Context: an optimization exercise on an open-source flow, tuned for small area, a short achievable clock period and few clock cycles per item. The choices shown serve that exercise and are no tape-out recipe.
At most, simulation tests tie the RTL to the original design; equivalence was not proved.
Only the layout flow was run in runs 1 and 2; the RTL was not checked for function there.
Power figures rest on the tool's default switching activity, not on a simulated workload.

--- flow/design.v ---
package deq_pkg;
	localparam logic [2:0] CMD_PUSH_BACK  = 3'd0;
	localparam logic [2:0] CMD_PUSH_FRONT = 3'd1;
	localparam logic [2:0] CMD_POP_FRONT  = 3'd2;
	localparam logic [2:0] CMD_POP_BACK   = 3'd3;
	localparam logic [2:0] CMD_DUMP       = 3'd4;
	localparam logic [1:0] STAT_OK    = 2'd0;
	localparam logic [1:0] STAT_FULL  = 2'd1;
	localparam logic [1:0] STAT_EMPTY = 2'd2;
	localparam int VALUE_W = 32;
	typedef logic [4:0] fill_t;
	typedef struct packed {
		logic [2:0]                cmd;
		logic signed [VALUE_W-1:0] item_value;
	} in_item_t;
	typedef struct packed {
		logic signed [VALUE_W-1:0] out_value;
		logic [1:0]                status;
		logic                      last_of_run;
		fill_t                     fill_count;
	} out_item_t;
endpackage
module deq_ram #(
	parameter int WIDTH = 32,
	parameter int DEPTH = 16
) (
	input  logic             clk,
	input  logic [DEPTH-1:0] we,
	input  logic [WIDTH-1:0] wdata,
	input  logic [DEPTH-1:0] rsel,
	output logic [WIDTH-1:0] rdata
);
	logic [WIDTH-1:0] mem_q [DEPTH];
	always_ff @(posedge clk) begin
		for (int i = 0; i < DEPTH; i++) begin
			if (we[i]) begin
				mem_q[i] <= wdata;
			end
		end
	end
	always_comb begin
		rdata = '0;
		for (int i = 0; i < DEPTH; i++) begin
			rdata = rdata | (mem_q[i] & {WIDTH{rsel[i]}});
		end
	end
endmodule
module deq_ctrl #(
	parameter int DEPTH = 16
) (
	input  logic                        clk,
	input  logic                        arst_n,
	input  logic                        cmd_valid,
	output logic                        cmd_stall,
	input  deq_pkg::in_item_t           cmd_item,
	output logic                        res_valid,
	input  logic                        res_stall,
	output deq_pkg::out_item_t          res_item,
	output logic [DEPTH-1:0]            ram_we,
	output logic [DEPTH-1:0]            ram_rsel,
	input  logic [deq_pkg::VALUE_W-1:0] ram_rdata
);
	logic [3:0]       front_q, back_q;
	logic [3:0]       front_m1_q, back_m1_q;    
	logic [4:0]       cnt_q;
	logic             empty_q, full_q;
	logic             s1_v, s1_v_d;
	logic [DEPTH-1:0] s1_rsel;
	logic [1:0]       s1_status;
	logic             s1_last, s1_last_d;
	logic [3:0]       s1_left;
	logic                        o_v, o_v_d;
	logic [deq_pkg::VALUE_W-1:0] o_val;
	logic [1:0]                  o_status;
	logic                        o_last;
	logic [4:0]                  o_fill;
	logic             hold_q, pend_q;
	logic             blocked, s1_adv, accept;
	logic             is_pushb, is_pushf, is_popf, is_popb, is_dump, is_used;
	logic [DEPTH-1:0] oh_front, oh_front_m1, oh_back, oh_back_m1;
	always_comb begin
		for (int i = 0; i < DEPTH; i++) begin
			oh_front[i]    = (front_q == i[3:0]);
			oh_front_m1[i] = (front_m1_q == i[3:0]);
			oh_back[i]     = (back_q == i[3:0]);
			oh_back_m1[i]  = (back_m1_q == i[3:0]);
		end
	end
	assign is_pushb = (cmd_item.cmd == deq_pkg::CMD_PUSH_BACK);
	assign is_pushf = (cmd_item.cmd == deq_pkg::CMD_PUSH_FRONT);
	assign is_popf  = (cmd_item.cmd == deq_pkg::CMD_POP_FRONT);
	assign is_popb  = (cmd_item.cmd == deq_pkg::CMD_POP_BACK);
	assign is_dump  = (cmd_item.cmd == deq_pkg::CMD_DUMP);
	assign is_used  = is_pushb || is_pushf || is_popf || is_popb || is_dump;
	assign blocked   = pend_q && res_stall;
	assign s1_adv    = s1_v && !blocked;
	assign cmd_stall = hold_q || blocked;
	assign accept    = cmd_valid && !cmd_stall;
	assign ram_we   = (oh_back | oh_front_m1) & {DEPTH{!full_q && !blocked}};
	assign ram_rsel = s1_rsel;
	assign res_valid            = o_v;
	assign res_item.out_value   = o_val;
	assign res_item.status      = o_status;
	assign res_item.last_of_run = o_last;
	assign res_item.fill_count  = o_fill;
	always_comb begin
		o_v_d     = s1_v || (o_v && res_stall);
		s1_v_d    = s1_v;
		s1_last_d = s1_last;
		if (accept) begin
			s1_v_d    = is_used;
			s1_last_d = !(is_dump && !empty_q && cnt_q != 5'd1);
		end else if (s1_adv) begin
			s1_v_d    = !s1_last;
			s1_last_d = (s1_left == 4'd1);
		end
	end
	always_ff @(posedge clk or negedge arst_n) begin
		if (!arst_n) begin
			front_q    <= '0;
			back_q     <= '0;
			front_m1_q <= 4'd15;
			back_m1_q  <= 4'd15;
			cnt_q      <= '0;
			empty_q    <= 1'b1;
			full_q     <= 1'b0;
			s1_v       <= 1'b0;
			o_v        <= 1'b0;
			hold_q     <= 1'b0;
			pend_q     <= 1'b0;
		end else begin
			s1_v   <= s1_v_d;
			o_v    <= o_v_d;
			hold_q <= s1_v_d && !s1_last_d;
			pend_q <= s1_v_d && o_v_d;
			if (accept) begin
				if (is_pushb && !full_q) begin
					back_q    <= back_q + 4'd1;
					back_m1_q <= back_q;
				end
				if (is_pushf && !full_q) begin
					front_q    <= front_m1_q;
					front_m1_q <= front_m1_q - 4'd1;
				end
				if (is_popf && !empty_q) begin
					front_q    <= front_q + 4'd1;
					front_m1_q <= front_q;
				end
				if (is_popb && !empty_q) begin
					back_q    <= back_m1_q;
					back_m1_q <= back_m1_q - 4'd1;
				end
				if ((is_pushb || is_pushf) && !full_q) begin
					cnt_q   <= cnt_q + 5'd1;
					empty_q <= 1'b0;
					full_q  <= (cnt_q == 5'd15);
				end
				if ((is_popf || is_popb) && !empty_q) begin
					cnt_q   <= cnt_q - 5'd1;
					empty_q <= (cnt_q == 5'd1);
					full_q  <= 1'b0;
				end
			end
		end
	end
	always_ff @(posedge clk) begin
		s1_last <= s1_last_d;
		if (accept) begin
			s1_rsel   <= '0;
			s1_status <= deq_pkg::STAT_OK;
			s1_left   <= cnt_q[3:0] - 4'd1;
			if ((is_pushb || is_pushf) && full_q) s1_status <= deq_pkg::STAT_FULL;
			if ((is_popf || is_popb || is_dump) && empty_q) s1_status <= deq_pkg::STAT_EMPTY;
			if ((is_popf || is_dump) && !empty_q) s1_rsel <= oh_front;
			if (is_popb && !empty_q) s1_rsel <= oh_back_m1;
		end else if (s1_adv) begin
			s1_rsel <= {s1_rsel[DEPTH-2:0], s1_rsel[DEPTH-1]};
			s1_left <= s1_left - 4'd1;
		end
	end
	always_ff @(posedge clk) begin
		if (s1_adv) begin
			o_val    <= ram_rdata;
			o_status <= s1_status;
			o_last   <= s1_last;
			o_fill   <= cnt_q;
		end
	end
endmodule
module double_ended_queue_core #(
	parameter int DEPTH = 16
) (
	input  logic               clk,
	input  logic               arst_n,
	input  logic               cmd_valid,
	output logic               cmd_stall,
	input  deq_pkg::in_item_t  cmd_item,
	output logic               res_valid,
	input  logic               res_stall,
	output deq_pkg::out_item_t res_item
);
	logic [DEPTH-1:0]            ram_we;
	logic [DEPTH-1:0]            ram_rsel;
	logic [deq_pkg::VALUE_W-1:0] ram_rdata;
	deq_ctrl #(
		.DEPTH (DEPTH)
	) u_ctrl (
		.clk       (clk),
		.arst_n    (arst_n),
		.cmd_valid (cmd_valid),
		.cmd_stall (cmd_stall),
		.cmd_item  (cmd_item),
		.res_valid (res_valid),
		.res_stall (res_stall),
		.res_item  (res_item),
		.ram_we    (ram_we),
		.ram_rsel  (ram_rsel),
		.ram_rdata (ram_rdata)
	);
	deq_ram #(
		.WIDTH (deq_pkg::VALUE_W),
		.DEPTH (DEPTH)
	) u_ram (
		.clk   (clk),
		.we    (ram_we),
		.wdata (cmd_item.item_value),
		.rsel  (ram_rsel),
		.rdata (ram_rdata)
	);
endmodule
module deq_top (
	input  logic        clk,
	input  logic        arst_n,
	input  logic        cmd_valid,
	output logic        cmd_stall,
	input  logic [34:0] cmd_item,
	output logic        res_valid,
	input  logic        res_stall,
	output logic [39:0] res_item
);
	deq_pkg::in_item_t  cmd_s;
	deq_pkg::out_item_t res_s;
	assign cmd_s    = cmd_item;
	assign res_item = res_s;
	double_ended_queue_core #(
		.DEPTH (16)
	) u_core (
		.clk       (clk),
		.arst_n    (arst_n),
		.cmd_valid (cmd_valid),
		.cmd_stall (cmd_stall),
		.cmd_item  (cmd_s),
		.res_valid (res_valid),
		.res_stall (res_stall),
		.res_item  (res_s)
	);
endmodule
--- flow/run.sh ---
#!/bin/bash
# synth_recipe.tcl (not shown) runs the flow's synth.tcl, then flattens the netlist and writes it again
# the make line also repeats each setting of config.mk as NAME=value (left out here)
make -C /OpenROAD-flow-scripts/flow DESIGN_CONFIG=/design/flow/config.mk WORK_HOME=/design/flow/orfs CLKGATE_MAP_FILE= SYNTH_SCRIPT=/design/flow/synth_recipe.tcl finish
--- flow/config.mk ---
export PLATFORM = sky130hd
export DESIGN_NAME = deq_top
export DESIGN_NICKNAME = deq_top
export VERILOG_FILES = /design/flow/design.v
export SDC_FILE = /design/flow/constraint.sdc
export NUM_CORES = 4
export LEC_CHECK = 0
export CAP_MARGIN = 20
export CORE_MARGIN = 2
export CORE_UTILIZATION = 40
export SETUP_SLACK_MARGIN = 2.0
export SLEW_MARGIN = 20
export TNS_END_PERCENT = 0
--- flow/constraint.sdc ---
create_clock -name core_clock -period 4.0 [get_ports {clk}]
set_input_delay 0.8000 -clock core_clock [delete_from_list [all_inputs] [get_ports {clk}]]
set_output_delay 0.8000 -clock core_clock [all_outputs]
set_load 0.01 [all_outputs]
==> results of run 1 <==
## registers in the layout (all words and copies together), names as in the netlist, 2 cells and up
| name | cells |
|---|---|
| u_core.u_ctrl.cnt_q | 5 |
| u_core.u_ctrl.s1_rsel | 16 |
| u_core.u_ctrl.s1_left | 4 |
| u_core.u_ctrl.back_m1_q | 4 |
| u_core.u_ctrl.o_status | 2 |
| u_core.u_ctrl.back_q | 4 |
| u_core.u_ctrl.o_val | 32 |
| u_core.u_ctrl.front_m1_q | 4 |
| u_core.u_ctrl.s1_status | 2 |
| u_core.u_ctrl.o_fill | 5 |
| u_core.u_ctrl.front_q | 4 |
| u_core.u_ram.mem_q | 512 |
## final timing paths
| kind | endpoint | start | slack [ns] | cells past startpoint |
|---|---|---|---|---|
| hold / removal | u_core.u_ctrl.front_q[3] | arst_n | 0.17 | 1 |
| setup / recovery | cmd_stall | res_stall | 1.82 | 4 |
| min in group core_clock | u_core.u_ctrl.o_status[1] | u_core.u_ctrl.s1_status[1] | 0.45 | 0 |
| max in group asynchronous | u_core.u_ctrl.back_m1_q[2] | arst_n | 3.25 | 2 |
| setup reg to reg | u_core.u_ram.mem_q[14][23] | u_core.u_ctrl.back_q[0] | 1.90 | 5 |
| hold reg to reg | u_core.u_ctrl.o_status[1] | u_core.u_ctrl.s1_status[1] | 0.45 | 0 |
## power by group through the flow
stage / registers [mW] / clock network, mW / logic [mW]
after floorplan: 9.70 / 0 / 3.39
after global placement: 9.94 / 0 / 5.47
after detailed placement: 10.0 / 0 / 5.53
after CTS: 9.82 / 5.33 / 5.60
after global routing: 9.99 / 5.56 / 5.97
final: 9.82 / 5.23 / 5.55
## cell families after synthesis
logic type      share of synthesized area
flops                               0.793
compound gates                      0.127
simple gates                       0.0415
buf+inv                            0.0205
fa+ha+maj                          0.0122
xor+xnor                          0.00382
mux                               0.00221
## layout make-up
type	count	area, sq um
Fill cell	4752	29900
Sequential cell	602	17900
Multi-Input combinational cell	547	4380
Clock buffer	75	1570
Timing Repair Buffer	127	1130
Tap cell	756	946
Clock inverter	33	248
Inverter	17	67.6
## metal layers
| layer | vias up | global-route usage |
|---|---|---|
| li1 | 5457 | - |
| met1 | 6559 | 0.260 |
| met2 | 442 | 0.303 |
| met3 | 68 | 0.0303 |
| met4 | 2 | 0.0508 |
| met5 | - | 0 |
## cell usage in the layout, fill, tap and decap left out, drive strengths merged, types with 9 or more instances in the layout
cell,count
clkdlybuf4s50,33
dfrtp,18
dlygate4sd2,41
a22oi,13
buf,49
nand3,16
dfstp,9
a22o,128
nand4,33
o21ai,19
a21oi,19
ha,22
inv,19
edfxtp,574
a221oi,129
clkinv,27
nand2,29
nor2,45
clkbuf,77
## timing repair
action                                  in CTS  in global routing
pin swaps                                    1                  0
hold endpoints to repair                     0                  0
buffers inserted                             4                  0
resized for setup                           53                 10
endpoints found under the setup margin     636                544
==> impl_metrics.json, run 1 <==
{
  "outcome": "no timing/DRC/antenna violations",
  "wl_per_cell_um": 25.6,
  "cts_buffers": 59,
  "worst_slew_pin_slew_ns": 0.638,
  "synth_top_area_share": 0.762,
  "grt_pass1_wl_mm": 81.7,
  "slew_headroom": 0.575,
  "critPathSlowestCell": "clkdlybuf4s15_2",
  "layout.nets": 1415,
  "final_area_sq_mm": 0.0263,
  "top_layer": "met5",
  "vdd_drop_max_mv": 0.448,
  "grt.overflow.total": 0,
  "grtUsageTotal": 0.186,
  "netSwitchingPower_mw": 6.81,
  "finalCritPeriodShare": 0.545,
  "clock_latency_ns": 0.63,
  "viasPerCell": 5.81,
  "clockRootBuffer": "clkbuf_16",
  "synthTopCellsByCount": "574 x edfxtp_1, 129 x a221oi_1, 128 x a22o_1",
  "ys_warn_count": 3,
  "setup_ws_ns": 1.82,
  "fmax_ghz": 0.458,
  "place.gp.congestion": 0.755,
  "cts_buffer_depth": 3,
  "final_cells": 2157,
  "crit_path_end_kind": "output port",
  "antenna_cells": 0,
  "critical_path.top_delay_family": "buffers and inverters",
  "syn_area_per_cell_sq_um": 18.1,
  "yosys-top-cells-area": "edfxtp_1 76%, a221oi_1 5.0%, a22o_1 5.0%, dfrtp_1 2.0%, ha_1 1.2%",
  "die_area_sq_mm": 0.0585,
  "yosysTopAreaCell": "edfxtp_1",
  "power_frac_comb": 0.270,
  "place_inst": 2045,
  "antenna_left": 0,
  "path_max_fanout": 4,
  "clockPowerShare": 0.254,
  "io_buffers": 80,
  "m1WireLength_mm": 23.9,
  "crit_chain": "clkdlybuf4s15_2, a21oi_2, inv_1, buf_2",
  "grt_max_degree": 34,
  "synth.most_common_cell": "edfxtp_1",
  "critPathKind": "in2out",
  "cts_tree": "built",
  "swShare": 0.331,
  "synth_ff_type": "edfxtp_1",
  "hold_class": "in2async",
  "place_area_sq_mm": 0.0245,
  "p_per_area_mw_per_mm2": 784,
  "cp_data_arrival_time_ns": 1.38,
  "final_core_util": 0.468,
  "antenna_found_initial": 1,
  "finalPower_mw": 20.6,
  "wl_met2_mm": 26.7,
  "start_kind": "primary input",
  "p_seq_frac": 0.477,
  "die_h_um": 242,
  "layout-drive-gt1-share": 0.125,
  "vias": 12528,
  "netlist_area_sq_mm": 0.0226,
  "area_growth_pct": 16.2,
  "num_rows": 87,
  "cp_num_buf_inv": 3,
  "die_x_um": 242,
  "async_flop_share": 0.0449,
  "cts-htree-levels": 2,
  "slowest_delay_ns": 0.23,
  "synth_seq_cells": 602,
  "finalClockSkew_ns": 0.0257,
  "syn_inst": 1253,
  "leakage_nw": 8.46,
  "drv_slew": 0,
  "fin_hold_ws_ns": 0.174,
  "setup_violations": 0,
  "synth-seq-area-share": 0.793,
  "drv_cap": 0,
  "hold_viol": 0,
  "syn-num-nets": 1314,
  "grt_pass1_vias": 12789,
  "hold_buffers": 0,
  "firstDrtPassIters": 5,
  "hpwlAfterDp_mm": 29.1,
  "core-area_sq_mm": 0.0562,
  "drtIter0Drc": 1237,
  "synth_edf_count": 574,
  "initial_core_util": 0.403,
  "intPower_mw": 13.8,
  "dr_wl_met3_mm": 3.31,
  "ys_types": 61,
  "crit_required_ns": 3.20,
  "cts.clk_slew.worst_paths_ns": 0.06,
  "wirelength_mm": 55.2,
  "numClockSinks": 602,
  "ios": 81,
  "pre_cts_slack_ns": 0.808,
  "post-route-drc-count": 0,
  "fin_crit_ns": 2.18,
  "tns_ns": 0,
  "rsz0062_at_grt": "true"
}
==> inputs of run 2 (changes only) <==
--- a/flow/config.mk
+++ b/flow/config.mk
@@ -10,4 +10,3 @@
 export CORE_UTILIZATION = 40
 export SETUP_SLACK_MARGIN = 2.0
 export SLEW_MARGIN = 20
-export TNS_END_PERCENT = 0
==> run 2 against run 1 <==
Critical endpoint unchanged. Flip-flop and latch count stayed put. Utilization is 0.25 points higher. Largest power group unchanged. Via count is 1.5% higher.
==> impl_metrics.json, run 2 <==
{
  "drv_cap": 0,
  "netlist_area_sq_mm": 0.0226,
  "viasPerCell": 5.85,
  "clock_latency_ns": 0.62,
  "syn_inst": 1253,
  "hpwlAfterDp_mm": 29.2,
  "vdd_drop_max_mv": 0.400,
  "yosys.area_share.simple": 0.0415,
  "leakage_nw": 8.56,
  "synth-seq-area-share": 0.793,
  "drv_slew": 0,
  "wirelength_mm": 58.3,
  "num_rows": 87,
  "place.gp.congestion": 0.767,
  "p_per_area_mw_per_mm2": 797,
  "fmax_ghz": 0.465,
  "hold_viol": 0,
  "syn_area_per_cell_sq_um": 18.1,
  "area.sequential_sq_mm": 0.0179,
  "intPower_mw": 14.0,
  "core-area_sq_mm": 0.0562,
  "worst_slew_pin_slew_ns": 0.681,
  "reg2regPathDepth": 4,
  "layout_common_cells": "574 x edfxtp_1, 129 x a221oi_1, 128 x a22o_1",
  "final_area_sq_mm": 0.0264,
  "r2r_start": "u_core.u_ctrl.s1_rsel[10]",
  "critPathSlowestCell": "dfrtp_2",
  "p_seq_frac": 0.468,
  "grt_pass1_wl_mm": 85.3,
  "finalClockSkew_ns": 0.0246,
  "outcome": "no timing/DRC/antenna violations",
  "place_inst": 2045,
  "ys_warn_count": 3,
  "crit_required_ns": 3.20,
  "hold_class": "in2async",
  "synth_top_family_by_area": "compound AO/OA/AOI/OAI gates",
  "slowest_delay_ns": 0.43,
  "synth.most_common_cell": "edfxtp_1",
  "reg2reg_setup_slack_ns": 2.05,
  "synth_top_area_share": 0.762,
  "layout-drive-gt1-share": 0.168,
  "cts_buffer_depth": 3,
  "wl_per_cell_um": 26.8,
  "power_frac_comb": 0.278,
  "cts_buffers": 61,
  "post_synth_xor_area_fraction": 0.00382,
  "die_area_sq_mm": 0.0585,
  "tns_ns": 0,
  "setup_violations": 0,
  "top_regs": "u_core.u_ram.mem_q: 512 flops, u_core.u_ctrl.o_val: 32 flops, u_core.u_ctrl.s1_rsel: 16 flops",
  "fin_crit_ns": 2.15,
  "multi_input_area_sq_mm": 0.00443,
  "clockPowerShare": 0.254,
  "fin_hold_ws_ns": 0.180,
  "die_x_um": 242,
  "finalCritPeriodShare": 0.538,
  "crit_chain": "a21oi_4, inv_2, buf_6",
  "r2r-end": "u_core.u_ctrl.o_val[2]",
  "yosysTopAreaCell": "edfxtp_1",
  "largest-register": "u_core.u_ram.mem_q",
  "largest_reg_flops": 512,
  "synth_edf_count": 574,
  "place_area_sq_mm": 0.0246,
  "synthAdderAreaFrac": 0.0122,
  "path_max_fanout": 2,
  "synth_seq_cells": 602,
  "antenna_found_initial": 4,
  "cp_data_arrival_time_ns": 1.35,
  "setup_ws_ns": 1.85,
  "netSwitchingPower_mw": 7.06,
  "synth-compound-area-share": 0.127,
  "ios": 81,
  "slew_headroom": 0.546,
  "grt_max_degree": 34,
  "critPathKind": "reg2out",
  "grt_pass1_vias": 12755,
  "async_flop_share": 0.0449,
  "vias": 12713,
  "swShare": 0.335,
  "syn-num-nets": 1314,
  "crit_path_start": "u_core.u_ctrl.pend_q",
  "layout.nets": 1429,
  "drtIter0Drc": 1269,
  "firstDrtPassIters": 5,
  "final_common_cell": "edfxtp_1",
  "die_h_um": 242,
  "final_cells": 2175,
  "grt.overflow.total": 0,
  "clockRootBuffer": "clkbuf_16",
  "area_growth_pct": 16.8,
  "pre_cts_slack_ns": 0.629,
  "nFillCells": 4765,
  "cts_tree": "built",
  "post-route-drc-count": 0,
  "synthTopCellsByCount": "574 x edfxtp_1, 129 x a221oi_1, 128 x a22o_1",
  "initial_core_util": 0.403,
  "ys_types": 61,
  "final_core_util": 0.470,
  "rsz0062_at_grt": "true",
  "cts-htree-levels": 2,
  "finalPower_mw": 21.1,
  "numClockSinks": 602,
  "grtUsageTotal": 0.197,
  "synth_ff_type": "edfxtp_1",
  "synthMuxAreaShare": 0.00221,
  "io_buffers": 80,
  "yosys-top-cells-area": "edfxtp_1 76%, a221oi_1 5.0%, a22o_1 5.0%, dfrtp_1 2.0%, ha_1 1.2%",
  "crit_path_end_kind": "output port",
  "cts.clk_slew.worst_paths_ns": 0.07,
  "start_kind": "flop",
  "antenna_left": 0
}
## run 2: cell counts after synthesis
No cell type changed its count.
## run 2: timing repair
item	CTS	global route
endpoints found under the setup margin	636	257
resized for setup	190	14
gates cloned	0	1
hold buffers	0	0
setup buffers	14	1
pin swaps	7	2
## run 2: cells by family (layout without fill, tap and decap cells)
logic type	after synthesis	after routing
DFF	602	602
adders and majority gates	22	22
xor gates and xnor gates	9	9
buffers and inverters	104	268
AOI/OAI and AO/OA	343	344
other	0	1
muxes	5	5
and+or+nand+nor	168	168
## run 2: how the worst max path moves through the flow
stage               slack [ns]                        to  depth (start not counted)
floorplan                 1.71  u_core.u_ctrl.s1_left[0]                          2
global placement          0.64                 cmd_stall                          4
detailed placement        0.63                 cmd_stall                          4
CTS                       1.79                 cmd_stall                          3
global route              1.80                 cmd_stall                          3
finish                    1.85                 cmd_stall                          3
## run 2: area by class of cell
class                      instances  share of cell area
sequential                       602               0.679
multi-input combinational        548               0.168
clock buffer                      73              0.0595
timing repair buffer             138              0.0445
tap                              756              0.0358
clock inverter                    40              0.0110
inverter                          17             0.00246
antenna                            1           0.0000947
## run 2: worst max-delay path, delay by kind of cell, from the launching register on
kind	cells	cell delay [ns]
AO/OA/AOI/OAI	1	0.14
buffers and inverters	2	0.16
flip-flops	1	0.43
## run 2: power by group through the flow
stage	registers (mW)	logic [mW]	clock network, mW
final	9.86	5.86	5.35
after global routing	10.0	6.27	5.69
after CTS	9.84	5.85	5.46
after detailed placement	10.0	5.70	0
after global placement	9.97	5.65	0
after floorplan	9.70	3.41	0
## run 2: routing by layer
layer,track usage,wire [um]
met1,0.274,25100
met2,0.318,27600
met3,0.0402,4460
met4,0.0512,1190
met5,0,43
==> inputs of run 3 (changes only) <==
--- a/flow/design.v
+++ b/flow/design.v
@@ -74,7 +74,7 @@
 	logic [1:0]                  o_status;
 	logic                        o_last;
 	logic [4:0]                  o_fill;
-	logic             hold_q, pend_q;
+	logic             hold_q, pend_q, lastp_q;
 	logic             blocked, s1_adv, accept;
 	logic             is_pushb, is_pushf, is_popf, is_popb, is_dump, is_used;
 	logic [DEPTH-1:0] oh_front, oh_front_m1, oh_back, oh_back_m1;
@@ -94,7 +94,7 @@
 	assign is_used  = is_pushb || is_pushf || is_popf || is_popb || is_dump;
 	assign blocked   = pend_q && res_stall;
 	assign s1_adv    = s1_v && !blocked;
-	assign cmd_stall = hold_q || blocked;
+	assign cmd_stall = hold_q || (lastp_q && res_stall);
 	assign accept    = cmd_valid && !cmd_stall;
 	assign ram_we   = (oh_back | oh_front_m1) & {DEPTH{!full_q && !blocked}};
 	assign ram_rsel = s1_rsel;
@@ -128,11 +128,13 @@
 			o_v        <= 1'b0;
 			hold_q     <= 1'b0;
 			pend_q     <= 1'b0;
+			lastp_q    <= 1'b0;
 		end else begin
 			s1_v   <= s1_v_d;
 			o_v    <= o_v_d;
 			hold_q <= s1_v_d && !s1_last_d;
 			pend_q <= s1_v_d && o_v_d;
+			lastp_q <= s1_v_d && o_v_d && s1_last_d;
 			if (accept) begin
 				if (is_pushb && !full_q) begin
 					back_q    <= back_q + 4'd1;
==> run 3 against run 2 <==
Highest routed layer unchanged. Worst setup slack better by 0.033 ns. Final cell count hardly changed. Power is 0.17% lower. Area after synthesis decreased by 0.32%. Clock power increased by 2%. Die area fell by 0.31%. Fmax is 1.5% higher. Synthesized cell count grew 0.40%. Non-clock buffer count fell by 3. Sequential power down 0.8%.
==> impl_metrics.json, run 3 <==
{
  "final_core_util": 0.472,
  "netlist_area_sq_mm": 0.0226,
  "swShare": 0.329,
  "r2r-end": "u_core.u_ctrl.o_val[31]",
  "ys_warn_count": 3,
  "post-route-drc-count": 0,
  "cts-htree-levels": 2,
  "setup_violations": 0,
  "viasPerCell": 5.76,
  "start_kind": "flop",
  "outcome": "no timing/DRC/antenna violations",
  "vias": 12523,
  "fmax_ghz": 0.472,
  "final_common_cell": "edfxtp_1",
  "finalCritPeriodShare": 0.530,
  "core-area_sq_mm": 0.0561,
  "synth.most_common_cell": "edfxtp_1",
  "grt_max_degree": 34,
  "cts_buffers": 59,
  "synth_edf_count": 574,
  "power_frac_comb": 0.274,
  "critPathSlowestCell": "dfrtp_1",
  "layout-drive-gt1-share": 0.161,
  "r2r_start": "u_core.u_ctrl.s1_rsel[11]",
  "finalClockSkew_ns": 0.0337,
  "largest-register": "u_core.u_ram.mem_q",
  "die_area_sq_mm": 0.0583,
  "initial_core_util": 0.402,
  "path_max_fanout": 2,
  "critPathKind": "reg2out",
  "wirelength_mm": 55.5,
  "synth-seq-area-share": 0.797,
  "hpwlAfterDp_mm": 27.8,
  "vdd_drop_max_mv": 0.483,
  "io_buffers": 80,
  "layout_common_cells": "574 x edfxtp_1, 136 x a221oi_1, 128 x a22o_1",
  "grt.overflow.total": 0,
  "hold_class": "reg2reg",
  "cp_data_arrival_time_ns": 1.32,
  "place.gp.congestion": 0.815,
  "layout.nets": 1430,
  "grtUsageTotal": 0.190,
  "area_growth_pct": 17.3,
  "antenna_found_initial": 1,
  "top_regs": "u_core.u_ram.mem_q: 512 flops, u_core.u_ctrl.o_val: 32 flops, u_core.u_ctrl.s1_rsel: 16 flops",
  "clockPowerShare": 0.261,
  "reg2reg_setup_slack_ns": 2.04,
  "p_per_area_mw_per_mm2": 795,
  "yosysTopAreaCell": "edfxtp_1",
  "async_flop_share": 0.0464,
  "slowest_delay_ns": 0.40,
  "synth_top_area_share": 0.764,
  "crit_chain": "a21oi_4, inv_1, buf_2",
  "place_area_sq_mm": 0.0245,
  "top_layer": "met5",
  "ios": 81,
  "grt_pass1_vias": 12485,
  "crit_required_ns": 3.20,
  "wl_per_cell_um": 25.5,
  "hold_path_depth": 0,
  "die_x_um": 241,
  "syn-num-nets": 1319,
  "synthTopCellsByCount": "574 x edfxtp_1, 137 x a221oi_1, 128 x a22o_1",
  "grt_pass1_wl_mm": 81.1,
  "reg2regPathDepth": 4,
  "antenna_left": 0,
  "drv_slew": 0,
  "netSwitchingPower_mw": 6.92,
  "syn_inst": 1258,
  "num_rows": 87,
  "ys_types": 60,
  "largest_reg_flops": 512,
  "die_h_um": 241,
  "p_seq_frac": 0.465,
  "cts.clk_slew.worst_paths_ns": 0.06,
  "synth_seq_cells": 603,
  "wl_met2_mm": 26.8,
  "nFillCells": 4689,
  "clock_latency_ns": 0.63,
  "final_area_sq_mm": 0.0265,
  "syn_area_per_cell_sq_um": 17.9,
  "worst_slew_pin_slew_ns": 0.655,
  "hold_buffers": 0,
  "holdPathEnd": "u_core.u_ctrl.o_status[1]",
  "dr_wl_met3_mm": 3.40,
  "fin_crit_ns": 2.12,
  "clockRootBuffer": "clkbuf_16",
  "slew_headroom": 0.563,
  "drtIter0Drc": 1065,
  "leakage_nw": 8.55,
  "cts_tree": "built",
  "drv_cap": 0,
  "cts_buffer_depth": 3,
  "intPower_mw": 14.1,
  "min-delay-start": "u_core.u_ctrl.s1_status[1]",
  "rsz0062_at_grt": "true",
  "firstDrtPassIters": 5,
  "numClockSinks": 603,
  "hold_viol": 0,
  "tns_ns": 0,
  "synth_ff_type": "edfxtp_1",
  "crit_path_end_kind": "output port",
  "yosys-top-cells-area": "edfxtp_1 76%, a221oi_1 5.3%, a22o_1 5.0%, dfrtp_1 2.1%, ha_1 1.2%",
  "m1WireLength_mm": 24.0
}
[run 3: metrics by stage]
stage          cells  power (mW)  setup slack [ns]  hold WS (ns)
2_1_floorplan   1258        13.0              1.72         0.400
3_3_place_gp    2047        15.5             0.849         0.431
3_5_place_dp    2047        15.6             0.789         0.409
4_1_cts         2171        21.1              1.82         0.454
5_1_grt         2175        21.9              1.83         0.460
6_report        2176        21.0              1.88         0.464
[run 3: power by group through the flow]
stage | clock, mW | sequential, mW | combinational, mW
2_1_floorplan | 0 | 9.68 | 3.36
3_3_place_gp | 0 | 9.95 | 5.52
3_5_place_dp | 0 | 10.0 | 5.58
4_1_cts | 5.57 | 9.77 | 5.78
5_1_grt | 5.80 | 9.93 | 6.18
6_report | 5.48 | 9.78 | 5.77
[run 3: worst max-delay path: cells and delay by family (launching register included)]
kind            cells  cell delay (ns)
compound gates      1             0.13
buf+inv             2             0.18
flops               1             0.40
[run 3: logic make-up after synthesis]
logic type	synth area share
xor gates and xnor gates	0.00349
DFF	0.797
AOI/OAI and AO/OA	0.128
adders and majority gates	0.0122
muxes	0.00222
and+or+nand+nor	0.0392
buffers and inverters	0.0184
[run 3: worst max-delay path by stage]
stage | startpoint | to | depth (start not counted)
3_5_place_dp | res_stall | u_core.u_ram.mem_q[14][21] | 5
4_1_cts | u_core.u_ctrl.lastp_q | cmd_stall | 3
2_1_floorplan | res_stall | u_core.u_ctrl.s1_left[0] | 2
5_1_grt | u_core.u_ctrl.lastp_q | cmd_stall | 3
3_3_place_gp | res_stall | u_core.u_ram.mem_q[14][29] | 5
6_report | u_core.u_ctrl.lastp_q | cmd_stall | 3
[run 3: final cells by class]
type                    count  area, sq um  share of cell area
well taps                 756          946              0.0358
diodes                      1         2.50           0.0000946
flip-flops and latches    603        18000               0.679
multi-input cells         551         4370               0.165
repair buffers            135         1180              0.0446
clock buffers              73         1530              0.0578
clock inverters            38          393              0.0149
inverters                  19         72.6             0.00274
[run 3: repair_timing]
| action | CTS | global route |
|---|---|---|
| setup buffers | 13 | 4 |
| gates resized for setup | 183 | 22 |
| pin swaps | 2 | 3 |
| setup endpoints to repair | 656 | 177 |
[run 3: per-layer routing]
layer	global-route usage	vias to the layer above
met3	0.0328	83
met4	0.0494	2
met5	0	-
li1	-	5489
met2	0.313	419
met1	0.263	6530
Testbench counts of run 3, summed over its fixed seeds: cycles 38,109, items 24,000.
==> inputs of run 4 (changes only) <==
--- a/flow/config.mk
+++ b/flow/config.mk
@@ -8,5 +8,7 @@
 export CAP_MARGIN = 20
 export CORE_MARGIN = 2
 export CORE_UTILIZATION = 40
-export SETUP_SLACK_MARGIN = 2.0
+export CTS_BUF_LIST = sky130_fd_sc_hd__clkbuf_8
+export SETUP_SLACK_MARGIN = 2.2
 export SLEW_MARGIN = 20
+export TNS_END_PERCENT = 0
==> run 4 against run 3 <==
Final cell count rose by 2.3%. Synthesized cell count is the same. Worst setup slack lost 0.073 ns. Still clean on timing, DRC and antenna. Critical path type is now in2out. Largest cell class unchanged.
==> impl_metrics.json, run 4 <==
{
  "p_seq_frac": 0.497,
  "yosys-top-cells-area": "edfxtp_1 76%, a221oi_1 5.3%, a22o_1 5.0%, dfrtp_1 2.1%, ha_1 1.2%",
  "intPower_mw": 13.1,
  "leakage_nw": 8.57,
  "finalPower_mw": 19.9,
  "area_growth_pct": 15.9,
  "place.gp.congestion": 0.811,
  "start_kind": "primary input",
  "hold_class": "reg2reg",
  "ys_warn_count": 3,
  "synth_top_area_share": 0.764,
  "path_max_fanout": 4,
  "initial_core_util": 0.402,
  "fin_crit_ns": 2.19,
  "power_frac_comb": 0.275,
  "antenna_found_initial": 2,
  "antenna_cells": 0,
  "hold_viol": 0,
  "grt_max_degree": 34,
  "clock_latency_ns": 0.67,
  "cts_tree": "built",
  "grtUsageTotal": 0.191,
  "pre_cts_slack_ns": 0.801,
  "cts.clk_slew.worst_paths_ns": 0.06,
  "io_buffers": 80,
  "hpwlAfterDp_mm": 28.9,
  "vias": 12778,
  "setup_violations": 0,
  "met2_usage": 0.307,
  "critical_path.top_delay_family": "buffers and inverters",
  "reg2reg_setup_slack_ns": 1.83,
  "tns_ns": 0,
  "p_per_area_mw_per_mm2": 762,
  "cts-htree-levels": 3,
  "cp_data_arrival_time_ns": 1.39,
  "swShare": 0.342,
  "outcome": "no timing/DRC/antenna violations",
  "numClockSinks": 603,
  "syn_inst": 1258,
  "largest_reg_flops": 512,
  "die_x_um": 241,
  "layout_common_cells": "574 x edfxtp_1, 137 x a221oi_1, 128 x a22o_1",
  "die_area_sq_mm": 0.0583,
  "antenna_left": 0,
  "crit_chain": "clkdlybuf4s15_2, a21oi_4, inv_1, buf_2",
  "firstDrtPassIters": 5,
  "viasPerCell": 5.74,
  "clockPowerShare": 0.228,
  "wl_per_cell_um": 24.8,
  "largest-register": "u_core.u_ram.mem_q",
  "netSwitchingPower_mw": 6.80,
  "syn-num-nets": 1319,
  "top_regs": "u_core.u_ram.mem_q: 512 flops, u_core.u_ctrl.o_val: 32 flops, u_core.u_ctrl.s1_rsel: 16 flops",
  "ys_types": 60,
  "use_met3": 0.0439,
  "critPathSlowestCell": "clkdlybuf4s15_2",
  "ios": 81,
  "drv_cap": 0,
  "synth.most_common_cell": "edfxtp_1",
  "layout-drive-gt1-share": 0.137,
  "layout.nets": 1464,
  "slew_headroom": 0.467,
  "final_common_cell": "edfxtp_1",
  "synthTopCellsByCount": "574 x edfxtp_1, 137 x a221oi_1, 128 x a22o_1",
  "async_flop_share": 0.0464,
  "drtIter0Drc": 1237,
  "clockRootBuffer": "clkbuf_8",
  "rsz0062_at_grt": "true",
  "vdd_drop_max_mv": 0.470,
  "finalCritPeriodShare": 0.548,
  "crit_path_end_kind": "output port",
  "yosysTopAreaCell": "edfxtp_1",
  "setup_ws_ns": 1.81,
  "fmax_ghz": 0.456,
  "place_inst": 2047,
  "final_cells": 2226,
  "die_h_um": 241,
  "critPathKind": "in2out",
  "busiest_layer": "met2",
  "synth_edf_count": 574,
  "finalClockSkew_ns": 0.0317,
  "wirelength_mm": 55.3,
  "cp_num_buf_inv": 3,
  "grt.overflow.total": 0,
  "netlist_area_sq_mm": 0.0226,
  "cts_buffers": 94,
  "core-area_sq_mm": 0.0561,
  "grtUsageMet1": 0.263,
  "grt_pass1_wl_mm": 81.9,
  "slowest_delay_ns": 0.25,
  "synth-seq-area-share": 0.797,
  "syn_area_per_cell_sq_um": 17.9,
  "synth_seq_cells": 603,
  "grt_pass1_vias": 12813,
  "hold_buffers": 0,
  "synth_ff_type": "edfxtp_1",
  "num_rows": 87,
  "post-route-drc-count": 0,
  "worst_slew_pin_slew_ns": 0.799,
  "drv_slew": 0,
  "cts_buffer_depth": 3,
  "crit_required_ns": 3.20
}
[run 4: cell counts after synthesis]
Identical to the previous run, type by type.
[run 4: metrics by stage]
stage | util | area, sq um | hold slack (ns)
2_1_floorplan | - | 22700 | 0.400
3_3_place_gp | 0.435 | 24400 | 0.437
3_5_place_dp | 0.435 | 24400 | 0.427
4_1_cts | 0.465 | 26100 | 0.457
5_1_grt | 0.466 | 26100 | 0.473
6_report | 0.466 | 26100 | 0.458
[run 4: final cells by class]
type,instances,area [sq um]
clock buffers,96,1320
clock inverters,67,297
fillers,4781,29900
flip-flops and latches,603,18000
well taps,756,946
repair buffers,134,1190
inverters,19,71.3
multi-input cells,551,4350
[run 4: worst paths after layout]
path,from,endpoint,depth (start not counted)
min reg2reg,u_core.u_ctrl.s1_status[0],u_core.u_ctrl.o_status[0],0
min,u_core.u_ctrl.s1_status[0],u_core.u_ctrl.o_status[0],0
max,res_stall,cmd_stall,4
max in group asynchronous,arst_n,u_core.u_ctrl.front_m1_q[3],2
max reg2reg,u_core.u_ctrl.front_m1_q[2],u_core.u_ram.mem_q[7][28],4
min in group asynchronous,arst_n,u_core.u_ctrl.back_q[0],2
[run 4: cell families after synthesis]
logic type / synth area share
adders and majority gates: 0.0122
xor gates and xnor gates: 0.00349
and+or+nand+nor: 0.0392
muxes: 0.00222
AOI/OAI and AO/OA: 0.128
DFF: 0.797
buffers and inverters: 0.0184
[run 4: layer usage]
layer  vias up  wire length [um]
met2       462             26200
met1      6667             24200
met4         4              1100
met5         -                24
li1       5560                 -
met3        85              3730
[run 4: timing repair]
action	4_1_cts	5_1_grt
buffers inserted	7	9
pin swaps	2	1
endpoints found under the setup margin	679	646
endpoints found under the hold margin	0	0
gates resized for setup	54	6
[run 4: power by group through the flow]
stage / Combinational, mW / Clock, mW / Sequential [mW]
after floorplan: 3.35 / 0 / 9.68
after global placement: 5.26 / 0 / 10.0
after detailed placement: 5.32 / 0 / 10.1
after CTS: 5.37 / 4.65 / 9.97
after global routing: 5.90 / 4.90 / 10.1
final: 5.47 / 4.53 / 9.90
==> inputs of run 5 (changes only) <==
--- a/flow/config.mk
+++ b/flow/config.mk
@@ -8,7 +8,7 @@
 export CAP_MARGIN = 20
 export CORE_MARGIN = 2
 export CORE_UTILIZATION = 40
-export CTS_BUF_LIST = sky130_fd_sc_hd__clkbuf_8
+export CTS_BUF_LIST = sky130_fd_sc_hd__clkbuf_4
 export SETUP_SLACK_MARGIN = 2.2
 export SLEW_MARGIN = 20
 export TNS_END_PERCENT = 0
==> run 5 against run 4 <==
Global-route usage is 0.11 points higher. Routed wire length is 0.61% lower. Flip-flop and latch count unchanged. Still clean on timing, DRC and antenna. Final cell count grew 3.1%. Area after synthesis unchanged. Register-to-register slack got worse by 0.14 ns. Clock skew rose by 0.041 ns.
==> impl_metrics.json, run 5 <==
{
  "outcome": "no timing/DRC/antenna violations",
  "final_common_cell": "edfxtp_1",
  "cts.clk_slew.worst_paths_ns": 0.07,
  "critPathKind": "reg2out",
  "cts_buffers": 153,
  "clockRootBuffer": "clkbuf_4",
  "synth-seq-area-share": 0.797,
  "fmax_ghz": 0.412,
  "rsz0062_at_grt": "true",
  "layout_common_cells": "574 x edfxtp_1, 216 x clkbuf_4, 137 x a221oi_1",
  "die_h_um": 241,
  "synth_edf_count": 574,
  "cts_tree": "built",
  "post-route-drc-count": 0,
  "critPathSlowestCell": "edfxtp_1",
  "hold_viol": 0,
  "wl_per_cell_um": 23.9,
  "hold_buffers": 0,
  "yosys-top-cells-area": "edfxtp_1 76%, a221oi_1 5.3%, a22o_1 5.0%, dfrtp_1 2.1%, ha_1 1.2%",
  "ys_warn_count": 3,
  "synth_seq_cells": 603,
  "top_regs": "u_core.u_ram.mem_q: 512 flops, u_core.u_ctrl.o_val: 32 flops, u_core.u_ctrl.s1_rsel: 16 flops",
  "finalClockSkew_ns": 0.0724,
  "grt.overflow.total": 0,
  "tns_ns": 0,
  "crit_required_ns": 3.20,
  "antenna_found_initial": 4,
  "grtUsageTotal": 0.192,
  "syn_area_per_cell_sq_um": 17.9,
  "slowest_delay_ns": 0.45,
  "drv_slew": 0,
  "async_flop_share": 0.0464,
  "vias": 12996,
  "path_max_fanout": 1,
  "setup_violations": 0,
  "area_growth_pct": 16.3,
  "grt_pass1_wl_mm": 81.5,
  "cts-htree-levels": 4,
  "viasPerCell": 5.66,
  "wirelength_mm": 55.0,
  "ios": 81,
  "cp_data_arrival_time_ns": 1.63,
  "place.gp.congestion": 0.811,
  "core-area_sq_mm": 0.0561,
  "layout-drive-gt1-share": 0.202,
  "die_x_um": 241,
  "hpwlAfterDp_mm": 28.9,
  "syn_inst": 1258,
  "cts_buffer_depth": 3,
  "grt_max_degree": 34,
  "netlist_area_sq_mm": 0.0226,
  "hold_class": "in2async",
  "clock_latency_ns": 0.97,
  "worst_slew_pin_slew_ns": 0.932,
  "layout.nets": 1509,
  "finalCritPeriodShare": 0.608,
  "finalPower_mw": 20.3,
  "synth_ff_type": "edfxtp_1",
  "critical_path.top_delay_family": "flip-flops",
  "nFillCells": 4755,
  "cp_num_buf_inv": 1,
  "synthTopCellsByCount": "574 x edfxtp_1, 137 x a221oi_1, 128 x a22o_1",
  "numClockSinks": 603,
  "drv_cap": 0,
  "synth_top_area_share": 0.764,
  "final_cells": 2296,
  "grt_pass1_vias": 13232,
  "ys_types": 60,
  "synth.most_common_cell": "edfxtp_1",
  "syn-num-nets": 1319,
  "largest-register": "u_core.u_ram.mem_q",
  "vdd_drop_max_mv": 0.564,
  "p_per_area_mw_per_mm2": 773,
  "drtIter0Drc": 1218,
  "initial_core_util": 0.402,
  "io_buffers": 80,
  "crit_chain": "clkdlybuf4s15_1",
  "yosysTopAreaCell": "edfxtp_1",
  "slew_headroom": 0.379,
  "fin_crit_ns": 2.43,
  "leakage_nw": 8.62,
  "start_kind": "flop",
  "place_inst": 2047,
  "antenna_left": 0,
  "crit_path_end_kind": "output port",
  "num_rows": 87,
  "largest_reg_flops": 512,
  "firstDrtPassIters": 5,
  "die_area_sq_mm": 0.0583
}
## run 5: changes by cell type in the layout (fill, tap and decap cells not counted), moves of 2 or more
cell and delta:
dlygate4sd2_1 -3, clkbuf_4 +216, clkdlybuf4s15_1 +4, clkinvlp_4 +3
clkinv_4 +2, clkbuf_8 -96, clkinv_1 -6, buf_6 -5
diode_2 +3, clkinv_2 -4, buf_4 -9, bufinv_16 +3
inv_1 -37
## run 5: final cells by class
cell class	instances	area (sq um)	area share
Inverter	19	71.3	0.00272
Clock buffer	216	1620	0.0618
Antenna cell	3	7.51	0.000286
Tap cell	756	946	0.0361
Clock inverter	28	225	0.00858
Timing Repair Buffer	120	1060	0.0405
Sequential cell	603	18000	0.685
Multi-Input combinational cell	551	4330	0.165
## run 5: cell families (layout without fill, tap and decap cells)
logic type | Yosys count | after routing | synth area share
flops | 603 | 603 | 0.797
compound gates | 352 | 352 | 0.128
simple gates | 163 | 163 | 0.0392
buf+inv | 104 | 383 | 0.0184
fa+ha+maj | 22 | 22 | 0.0122
xor+xnor | 9 | 9 | 0.00349
mux | 5 | 5 | 0.00222
other cells | 0 | 3 | 0
## run 5: report_power, final
group	internal [mW]	switching [mW]
clock network	2.66	2.37
logic	1.64	3.60
registers	9.16	0.837
## run 5: metal layers
metal  global-route usage  share of wire  vias to the layer above
met3               0.0461          0.074                       85
met2                0.304           0.48                      545
met4               0.0761          0.021                        4
li1                     -              -                     5725
met5                    0        0.00044                        -
met1                0.257           0.43                     6637
## run 5: per-stage QoR
stage	area, sq um	worst slack (ns)	hold WS, ns	util
2_1_floorplan	22700	1.72	0.400	-
3_3_place_gp	24400	0.858	0.437	0.435
3_5_place_dp	24400	0.801	0.427	0.435
4_1_cts	26200	1.45	0.156	0.468
5_1_grt	26200	1.46	0.199	0.468
6_report	26200	1.57	0.255	0.468
## run 5: what timing repair did
action                                  in CTS  in global routing
endpoints found under the setup margin     628                643
endpoints found under the hold margin        0                  0
pin swaps                                    1                  1
setup buffers                                1                  0
gates resized for setup                     50                  3
## run 5: path summary, 6_finish.rpt
kind / start / endpoint / slack, ns / depth (start not counted)
max reg2reg: u_core.u_ctrl.s1_rsel[7] / u_core.u_ctrl.o_val[31] / 1.69 / 4
min: arst_n / u_core.u_ctrl.back_q[0] / 0.26 / 2
max in group asynchronous: arst_n / u_core.u_ctrl.front_m1_q[2] / 3.40 / 2
min reg2reg: u_core.u_ctrl.s1_status[0] / u_core.u_ctrl.o_status[0] / 0.45 / 0
min in group core_clock: u_core.u_ctrl.s1_status[0] / u_core.u_ctrl.o_status[0] / 0.45 / 0
max: u_core.u_ctrl.o_val[27] / res_item[35] / 1.57 / 1
==> inputs of run 6 (changes only) <==
--- a/flow/config.mk
+++ b/flow/config.mk
@@ -7,8 +7,7 @@
 export LEC_CHECK = 0
 export CAP_MARGIN = 20
 export CORE_MARGIN = 2
-export CORE_UTILIZATION = 40
-export CTS_BUF_LIST = sky130_fd_sc_hd__clkbuf_4
+export CORE_UTILIZATION = 55
 export SETUP_SLACK_MARGIN = 2.2
 export SLEW_MARGIN = 20
 export TNS_END_PERCENT = 0
==> run 6 against run 5 <==
Final area fell by 0.82%. Clock skew fell by 0.050 ns. Routed wire length fell by 0.86%. Worst setup slack improved by 0.30 ns. Worst hold slack improved by 0.19 ns. Critical path depth rose by 3. Sequential power fell by 1%. Non-clock buffer count rose by 9. Combinational power rose by 5.0%. Fmax rose by 14%. Synthesized cell count did not move. Power rose by 1.5%.
==> impl_metrics.json, run 6 <==
{
  "syn-num-nets": 1319,
  "grt.overflow.total": 0,
  "viasPerCell": 6.43,
  "cts_buffers": 59,
  "largest_reg_flops": 512,
  "fin_hold_ws_ns": 0.446,
  "wl_per_cell_um": 28.0,
  "drv_cap": 0,
  "largest-register": "u_core.u_ram.mem_q",
  "firstDrtPassIters": 5,
  "wirelength_mm": 54.5,
  "drv_slew": 0,
  "cts.clk_slew.worst_paths_ns": 0.06,
  "reg2regPathDepth": 4,
  "hold_path_depth": 0,
  "netlist_area_sq_mm": 0.0226,
  "cts_buffer_depth": 3,
  "hold_viol": 0,
  "r2r_start": "u_core.u_ctrl.s1_rsel[0]",
  "post-route-drc-count": 0,
  "synth_edf_count": 574,
  "tns_ns": 0,
  "yosys-top-cells-area": "edfxtp_1 76%, a221oi_1 5.3%, a22o_1 5.0%, dfrtp_1 2.1%, ha_1 1.2%",
  "synth_seq_cells": 603,
  "holdPathEnd": "u_core.u_ctrl.o_status[1]",
  "vdd_drop_max_mv": 0.435,
  "critPathKind": "reg2reg",
  "crit_required_ns": 4.26,
  "clock_latency_ns": 0.61,
  "finalClockSkew_ns": 0.0225,
  "final_common_cell": "edfxtp_1",
  "hold_class": "reg2reg",
  "synth_top_area_share": 0.764,
  "leakage_nw": 8.46,
  "top_regs": "u_core.u_ram.mem_q: 512 flops, u_core.u_ctrl.o_val: 32 flops, u_core.u_ctrl.s1_rsel: 16 flops",
  "layout_common_cells": "574 x edfxtp_1, 137 x a221oi_1, 128 x a22o_1",
  "cts-htree-levels": 2,
  "layout.nets": 1424,
  "clockRootBuffer": "clkbuf_16",
  "synthTopCellsByCount": "574 x edfxtp_1, 137 x a221oi_1, 128 x a22o_1",
  "ios": 81,
  "reg2reg_setup_slack_ns": 1.87,
  "place_inst": 1824,
  "core-area_sq_mm": 0.0406,
  "ys_warn_count": 3,
  "crit_path_end_kind": "flop",
  "syn_inst": 1258,
  "fin_crit_ns": 2.13,
  "start_kind": "flop",
  "die_area_sq_mm": 0.0426,
  "drtIter0Drc": 1236,
  "io_buffers": 80,
  "ys_types": 60,
  "place_area_sq_mm": 0.0241,
  "antenna_found_initial": 2,
  "antenna_left": 0,
  "rsz0062_at_grt": "true",
  "place.gp.congestion": 0.823,
  "p_per_area_mw_per_mm2": 791,
  "setup_violations": 0,
  "num_rows": 74,
  "synth_ff_type": "edfxtp_1",
  "grt_pass1_vias": 12461,
  "finalCritPeriodShare": 0.532,
  "path_max_fanout": 26,
  "fmax_ghz": 0.470,
  "synth-seq-area-share": 0.797,
  "numClockSinks": 603,
  "cts_tree": "built",
  "initial_core_util": 0.555,
  "async_flop_share": 0.0464,
  "synth.most_common_cell": "edfxtp_1",
  "r2r-end": "u_core.u_ctrl.o_val[3]",
  "hpwlAfterDp_mm": 28.4,
  "cp_data_arrival_time_ns": 2.39,
  "final_area_sq_mm": 0.0260,
  "grt_pass1_wl_mm": 79.9,
  "syn_area_per_cell_sq_um": 17.9,
  "outcome": "no timing/DRC/antenna violations",
  "area_growth_pct": 15.3,
  "slew_headroom": 0.562,
  "die_h_um": 207,
  "layout-drive-gt1-share": 0.115,
  "final_cells": 1944,
  "vias": 12505,
  "min-delay-start": "u_core.u_ctrl.s1_status[1]",
  "antenna_cells": 0,
  "yosysTopAreaCell": "edfxtp_1",
  "die_x_um": 207,
  "grtUsageTotal": 0.259,
  "worst_slew_pin_slew_ns": 0.655,
  "grt_max_degree": 34
}
[run 6: cell counts after synthesis]
Identical to the previous run, type by type.
[run 6: logic make-up (layout without fill, tap and decap cells)]
group,Yosys count,count (layout),share of synthesized area
DFF,603,603,0.797
buffers and inverters,104,258,0.0184
AOI/OAI and AO/OA,352,352,0.128
adders and majority gates,22,22,0.0122
xor gates and xnor gates,9,9,0.00349
and+or+nand+nor,163,163,0.0392
muxes,5,5,0.00222
[run 6: worst max-delay path by stage]
stage | from | endpoint | slack [ns] | cells past startpoint
after CTS | u_core.u_ctrl.lastp_q | cmd_stall | 1.83 | 3
after floorplan | res_stall | u_core.u_ctrl.s1_left[0] | 1.72 | 2
after detailed placement | res_stall | u_core.u_ram.mem_q[15][5] | 0.83 | 5
final | u_core.u_ctrl.s1_rsel[0] | u_core.u_ctrl.o_val[3] | 1.87 | 4
after global placement | res_stall | u_core.u_ram.mem_q[15][30] | 0.85 | 5
after global routing | u_core.u_ctrl.hold_q | cmd_stall | 1.83 | 3
[run 6: power breakdown]
group	internal [mW]	switching (mW)	leakage (nW)
logic	1.72	3.80	2.05
clock network	2.93	2.27	0.871
registers	9.15	0.701	5.54
total	13.8	6.77	8.46
[run 6: critical path, cell delays in order (launching register included)]
cell and delay (ns):
edfxtp_1 0.59, buf_4 0.36, a22o_1 0.25, a221oi_1 0.28
nand4_1 0.29
[run 6: layout make-up]
type                            count  area, sq um
Clock inverter                     34          239
Fill cell                        2929        14600
Inverter                           19         71.3
Multi-Input combinational cell    551         4350
Tap cell                          532          666
Clock buffer                       76         1560
Timing Repair Buffer              129         1160
Sequential cell                   603        18000
[run 6: layer usage]
layer	track usage	vias to the layer above	part of all wire
met5	0	-	0.00050
met4	0.0635	4	0.019
met3	0.0465	80	0.066
met2	0.416	439	0.48
met1	0.374	6501	0.44
li1	-	5481	-
[run 6: through the flow]
stage | utilization | worst slack [ns] | power [mW]
2_1_floorplan | - | 1.72 | 13.0
3_3_place_gp | 0.594 | 0.851 | 15.4
3_5_place_dp | 0.594 | 0.825 | 15.5
4_1_cts | 0.639 | 1.83 | 20.6
5_1_grt | 0.640 | 1.83 | 21.4
6_report | 0.640 | 1.87 | 20.6
[run 6: repair_timing]
| action | in CTS | in global routing |
|---|---|---|
| pin swaps | 2 | 1 |
| cloned | 0 | 0 |
| hold buffers | 0 | 0 |
| setup buffers | 5 | 5 |
| resized for setup | 55 | 9 |
| setup endpoints to repair | 656 | 646 |
==> inputs of run 7 (changes only) <==
--- a/flow/config.mk
+++ b/flow/config.mk
@@ -7,7 +7,7 @@
 export LEC_CHECK = 0
 export CAP_MARGIN = 20
 export CORE_MARGIN = 2
-export CORE_UTILIZATION = 55
+export CORE_UTILIZATION = 40
 export SETUP_SLACK_MARGIN = 2.2
 export SLEW_MARGIN = 20
 export TNS_END_PERCENT = 0
==> run 7 against run 6 <==
Clock power is 4.4% higher. Synthesized cell count unchanged. Die area is 37% higher. Sequential share of layout area down 1.1 points. Register-to-register slack gained 0.07 ns. Final area increased by 1.6%. Non-clock buffer count grew 5. Clock-buffer cell count shrank 2. Worst hold slack better by 0.0065 ns. Largest power group unchanged.
==> impl_metrics.json, run 7 <==
{
  "outcome": "no timing/DRC/antenna violations",
  "grt_pass1_vias": 12512,
  "top_regs": "u_core.u_ram.mem_q: 512 flops, u_core.u_ctrl.o_val: 32 flops, u_core.u_ctrl.s1_rsel: 16 flops",
  "fin_hold_ws_ns": 0.452,
  "syn-num-nets": 1319,
  "synth-seq-area-share": 0.797,
  "layout_common_cells": "574 x edfxtp_1, 137 x a221oi_1, 128 x a22o_1",
  "fin_crit_ns": 2.10,
  "slew_headroom": 0.587,
  "hold_viol": 0,
  "critPathKind": "reg2out",
  "setup_violations": 0,
  "die_h_um": 241,
  "final_area_sq_mm": 0.0264,
  "place.gp.congestion": 0.811,
  "num_rows": 87,
  "setup_ws_ns": 1.90,
  "final_core_util": 0.472,
  "cts_buffer_depth": 3,
  "place_inst": 2047,
  "largest_reg_flops": 512,
  "worst_slew_pin_slew_ns": 0.619,
  "antenna_cells": 0,
  "synthTopCellsByCount": "574 x edfxtp_1, 137 x a221oi_1, 128 x a22o_1",
  "vias": 12632,
  "die_x_um": 241,
  "r2r_start": "u_core.u_ctrl.front_m1_q[2]",
  "vdd_drop_max_mv": 0.535,
  "pre_cts_slack_ns": 0.801,
  "antenna_left": 0,
  "synth.most_common_cell": "edfxtp_1",
  "wl_per_cell_um": 25.4,
  "cp_data_arrival_time_ns": 1.30,
  "area_growth_pct": 17.2,
  "core-area_sq_mm": 0.0561,
  "die_area_sq_mm": 0.0583,
  "yosys-top-cells-area": "edfxtp_1 76%, a221oi_1 5.3%, a22o_1 5.0%, dfrtp_1 2.1%, ha_1 1.2%",
  "path_max_fanout": 2,
  "largest-register": "u_core.u_ram.mem_q",
  "tns_ns": 0,
  "final_common_cell": "edfxtp_1",
  "finalCritPeriodShare": 0.525,
  "p_per_area_mw_per_mm2": 789,
  "finalClockSkew_ns": 0.0403,
  "io_buffers": 80,
  "grt.overflow.total": 0,
  "firstDrtPassIters": 5,
  "grt_max_degree": 34,
  "cts_tree": "built",
  "ys_warn_count": 3,
  "cts_buffers": 59,
  "post-route-drc-count": 0,
  "hold_class": "reg2reg",
  "r2r-end": "u_core.u_ram.mem_q[4][0]",
  "initial_core_util": 0.402,
  "holdPathEnd": "u_core.u_ctrl.o_status[0]",
  "layout-drive-gt1-share": 0.127,
  "clock_latency_ns": 0.63,
  "crit_path_end_kind": "output port",
  "drv_slew": 0,
  "synth_edf_count": 574,
  "synth_seq_cells": 603,
  "min-delay-start": "u_core.u_ctrl.s1_status[0]",
  "drtIter0Drc": 1187,
  "syn_inst": 1258,
  "ys_types": 60,
  "grtUsageTotal": 0.190,
  "layout.nets": 1429,
  "leakage_nw": 8.54,
  "crit_required_ns": 3.20,
  "wirelength_mm": 55.1,
  "place_area_sq_mm": 0.0244,
  "hpwlAfterDp_mm": 28.9,
  "yosysTopAreaCell": "edfxtp_1",
  "async_flop_share": 0.0464,
  "clockRootBuffer": "clkbuf_16",
  "reg2reg_setup_slack_ns": 1.94,
  "grt_pass1_wl_mm": 81.3,
  "drv_cap": 0,
  "hold_path_depth": 0,
  "rsz0062_at_grt": "true",
  "numClockSinks": 603,
  "fmax_ghz": 0.476,
  "finalPower_mw": 20.9,
  "cts-htree-levels": 2,
  "viasPerCell": 5.83,
  "final_cells": 2168,
  "start_kind": "flop",
  "cts.clk_slew.worst_paths_ns": 0.07,
  "reg2regPathDepth": 4,
  "synth_top_area_share": 0.764,
  "netlist_area_sq_mm": 0.0226,
  "synth_ff_type": "edfxtp_1",
  "ios": 81,
  "antenna_found_initial": 2,
  "syn_area_per_cell_sq_um": 17.9
}
[run 7: cell families (layout without fill, tap and decap cells)]
kind of cell,after synthesis,count (layout),share of synthesized area
DFF,603,603,0.797
and+or+nand+nor,163,163,0.0392
muxes,5,5,0.00222
xor gates and xnor gates,9,9,0.00349
buffers and inverters,104,258,0.0184
adders and majority gates,22,22,0.0122
AOI/OAI and AO/OA,352,352,0.128
[run 7: layout make-up]
| cell class | instances | area (sq um) |
|---|---|---|
| Clock buffer | 74 | 1530 |
| Clock inverter | 31 | 349 |
| Fill cell | 4706 | 29600 |
| Inverter | 19 | 71.3 |
| Multi-Input combinational cell | 551 | 4360 |
| Sequential cell | 603 | 18000 |
| Tap cell | 756 | 946 |
| Timing Repair Buffer | 134 | 1210 |
[run 7: metal layers]
metal  global-route usage  vias to the layer above  wire length, um
met5                    0                        -               26
met4               0.0518                        4             1200
met3               0.0313                       84             3670
met2                0.306                      476            26000
met1                0.268                     6592            24200
li1                     -                     5476                -
[run 7: worst max path at each step]
stage | startpoint | end | slack [ns] | cells after the start
after global placement | res_stall | u_core.u_ram.mem_q[15][12] | 0.86 | 5
final | u_core.u_ctrl.lastp_q | cmd_stall | 1.90 | 3
after detailed placement | res_stall | u_core.u_ram.mem_q[15][12] | 0.80 | 5
after global routing | u_core.u_ctrl.lastp_q | cmd_stall | 1.84 | 3
after CTS | u_core.u_ctrl.lastp_q | cmd_stall | 1.84 | 3
after floorplan | res_stall | u_core.u_ctrl.s1_left[0] | 1.72 | 2
[run 7: where the power goes]
group          switching [mW]  internal (mW)  total (mW)
logic                    3.83           1.76        5.59
clock network            2.33           3.11        5.44
registers               0.679           9.15        9.83
[run 7: timing repair]
item,in CTS,in global routing
hold buffers,0,0
endpoints found under the setup margin,688,647
pin swaps,2,2
hold endpoints to repair,0,0
setup buffers,14,2
gates resized for setup,59,13
gates cloned,0,0
[run 7: worst max-delay path, stage by stage (launching register included)]
cell and delay [ns]:
dfrtp_1 0.40, a21oi_4 0.13, inv_1 0.05, buf_2 0.13
==> inputs of run 8 (changes only) <==
--- a/flow/config.mk
+++ b/flow/config.mk
@@ -8,6 +8,8 @@
 export CAP_MARGIN = 20
 export CORE_MARGIN = 2
 export CORE_UTILIZATION = 40
+export CTS_CLUSTER_DIAMETER = 100
+export CTS_CLUSTER_SIZE = 20
 export SETUP_SLACK_MARGIN = 2.2
 export SLEW_MARGIN = 20
 export TNS_END_PERCENT = 0
==> run 8 against run 7 <==
Still clean. Non-clock buffer count up 1. Utilization is 1.6 points lower. Clock-buffer cell count shrank 33. Critical path depth is 1 higher. Area after synthesis did not move. Worst setup slack gained 0.012 ns. Clock power is 32% lower. Critical path type is now reg2reg. Highest routed layer unchanged.
==> impl_metrics.json, run 8 <==
{
  "outcome": "no timing/DRC/antenna violations",
  "grt_max_degree": 34,
  "crit_path_start": "u_core.u_ctrl.front_m1_q[2]",
  "p_per_area_mw_per_mm2": 746,
  "vdd_drop_max_mv": 0.468,
  "p_seq_frac": 0.514,
  "core-area_sq_mm": 0.0561,
  "synth.most_common_cell": "edfxtp_1",
  "grt.overflow.total": 0,
  "die_h_um": 241,
  "worst_slew_pin_slew_ns": 0.611,
  "yosysTopAreaCell": "edfxtp_1",
  "power_frac_comb": 0.292,
  "final_common_cell": "edfxtp_1",
  "io_buffers": 80,
  "fin_crit_ns": 2.09,
  "grt_pass1_wl_mm": 80.5,
  "setup_ws_ns": 1.91,
  "netlist_area_sq_mm": 0.0226,
  "clock_latency_ns": 0.58,
  "syn_area_per_cell_sq_um": 17.9,
  "intPower_mw": 12.6,
  "crit_required_ns": 4.22,
  "drv_slew": 0,
  "drtIter0Drc": 1231,
  "async_flop_share": 0.0464,
  "hold_viol": 0,
  "cts_tree": "built",
  "ys_types": 60,
  "layout_common_cells": "574 x edfxtp_1, 137 x a221oi_1, 128 x a22o_1",
  "vias": 12371,
  "critPathKind": "reg2reg",
  "slew_headroom": 0.592,
  "firstDrtPassIters": 7,
  "ios": 81,
  "cts_buffer_depth": 3,
  "synthTopCellsByCount": "574 x edfxtp_1, 137 x a221oi_1, 128 x a22o_1",
  "final_area_sq_mm": 0.0256,
  "synth_edf_count": 574,
  "cp_data_arrival_time_ns": 2.30,
  "place_area_sq_mm": 0.0244,
  "numClockSinks": 603,
  "largest_reg_flops": 512,
  "syn_inst": 1258,
  "critPathCapture": "u_core.u_ram.mem_q[4][19]",
  "top_regs": "u_core.u_ram.mem_q: 512 flops, u_core.u_ctrl.o_val: 32 flops, u_core.u_ctrl.s1_rsel: 16 flops",
  "yosys-top-cells-area": "edfxtp_1 76%, a221oi_1 5.3%, a22o_1 5.0%, dfrtp_1 2.1%, ha_1 1.2%",
  "clockPowerShare": 0.193,
  "syn-num-nets": 1319,
  "grt_pass1_vias": 12270,
  "place.gp.congestion": 0.811,
  "synth_ff_type": "edfxtp_1",
  "grtUsageTotal": 0.188,
  "r2r-end": "u_core.u_ram.mem_q[4][19]",
  "cts_buffers": 36,
  "rsz0062_at_grt": "true",
  "reg2regPathDepth": 4,
  "crit_path_end_kind": "flop",
  "finalClockSkew_ns": 0.0201,
  "die_area_sq_mm": 0.0583,
  "die_x_um": 241,
  "layout.nets": 1407,
  "r2r_start": "u_core.u_ctrl.front_m1_q[2]",
  "hold_class": "reg2reg",
  "multi_input_area_sq_mm": 0.00435,
  "tns_ns": 0,
  "post-route-drc-count": 0,
  "path_max_fanout": 32,
  "ys_warn_count": 3,
  "cts-htree-levels": 2,
  "swShare": 0.340,
  "nFillCells": 4772,
  "fmax_ghz": 0.479,
  "leakage_nw": 8.11,
  "netSwitchingPower_mw": 6.48,
  "clockRootBuffer": "clkbuf_16",
  "synth_top_area_share": 0.764,
  "finalCritPeriodShare": 0.522,
  "cts.clk_slew.worst_paths_ns": 0.09,
  "antenna_left": 0,
  "pre_cts_slack_ns": 0.801,
  "start_kind": "flop",
  "finalPower_mw": 19.1,
  "setup_violations": 0,
  "area.sequential_sq_mm": 0.0180,
  "hpwlAfterDp_mm": 28.9,
  "reg2reg_setup_slack_ns": 1.91,
  "synth_seq_cells": 603,
  "layout-drive-gt1-share": 0.102,
  "drv_cap": 0,
  "antenna_found_initial": 2,
  "antenna_cells": 0,
  "synth-seq-area-share": 0.797,
  "viasPerCell": 5.87,
  "num_rows": 87,
  "wl_per_cell_um": 25.8,
  "initial_core_util": 0.402,
  "area_growth_pct": 13.3,
  "largest-register": "u_core.u_ram.mem_q",
  "wirelength_mm": 54.4
}
## run 8: cell families (layout without fill, tap and decap cells)
kind of cell / after synthesis / after routing / share of synthesized area
flip-flops: 603 / 603 / 0.797
adder cells (fa/ha/maj): 22 / 22 / 0.0122
AND/OR/NAND/NOR: 163 / 163 / 0.0392
AO/OA/AOI/OAI: 352 / 352 / 0.128
buffers and inverters: 104 / 199 / 0.0184
multiplexers: 5 / 5 / 0.00222
XOR/XNOR: 9 / 9 / 0.00349
## run 8: how the worst min path moves through the flow
stage                                from                   endpoint  slack [ns]  depth (start not counted)
3_3_place_gp   u_core.u_ctrl.s1_status[1]  u_core.u_ctrl.o_status[1]        0.44                          0
3_5_place_dp   u_core.u_ctrl.s1_status[0]  u_core.u_ctrl.o_status[0]        0.43                          0
6_report       u_core.u_ctrl.s1_status[0]  u_core.u_ctrl.o_status[0]        0.46                          0
4_1_cts        u_core.u_ctrl.s1_status[0]  u_core.u_ctrl.o_status[0]        0.46                          0
2_1_floorplan  u_core.u_ctrl.s1_status[0]  u_core.u_ctrl.o_status[0]        0.40                          0
5_1_grt        u_core.u_ctrl.s1_status[0]  u_core.u_ctrl.o_status[0]        0.48                          0
## run 8: per-stage QoR
stage	util	hold WS, ns	cells
4_1_cts	0.455	0.462	2106
5_1_grt	0.456	0.481	2109
3_3_place_gp	0.435	0.437	2047
6_report	0.456	0.464	2109
2_1_floorplan	-	0.400	1258
3_5_place_dp	0.435	0.427	2047
## run 8: area by class of cell
class | instances | share of cell area
repair buffers | 135 | 0.0479
clock inverters | 4 | 0.00240
multi-input cells | 551 | 0.170
clock buffers | 41 | 0.0368
well taps | 756 | 0.0370
inverters | 19 | 0.00279
flip-flops and latches | 603 | 0.703
## run 8: routing by layer
metal / wire length (um) / up-vias / track usage
met5: 29 / - / 0
met1: 23900 / 6503 / 0.266
met3: 3450 / 72 / 0.0295
met2: 25800 / 400 / 0.304
li1: - / 5392 / -
met4: 1170 / 4 / 0.0490
## run 8: power by group through the flow
stage	Sequential (mW)	Combinational [mW]	Clock, mW
finish	9.81	5.58	3.68
global route	9.97	6.01	3.96
CTS	9.84	5.56	3.75
detailed placement	10.1	5.32	0
global placement	10.0	5.26	0
floorplan	9.68	3.35	0
## run 8: worst max-delay path, cell delays in order (launching register included)
cell and delay, ns:
dfstp_2 0.66, nor2b_1 0.30, a22oi_1 0.20, nor2_4 0.14
buf_6 0.41
## run 8: timing repair
action | in CTS | in global routing
hold buffers | 0 | 0
pin swaps | 2 | 1
setup endpoints to repair | 688 | 649
resized for setup | 60 | 9
buffers inserted | 14 | 3

Check on run 8: ideal ports give 1.913 ns setup slack; a clkbuf_16 on the clock port and buf_2 on the inputs give 1.864 ns; moving port delays by the midpoint clock arrival (0.625 ns) as well gives 1.356 ns.
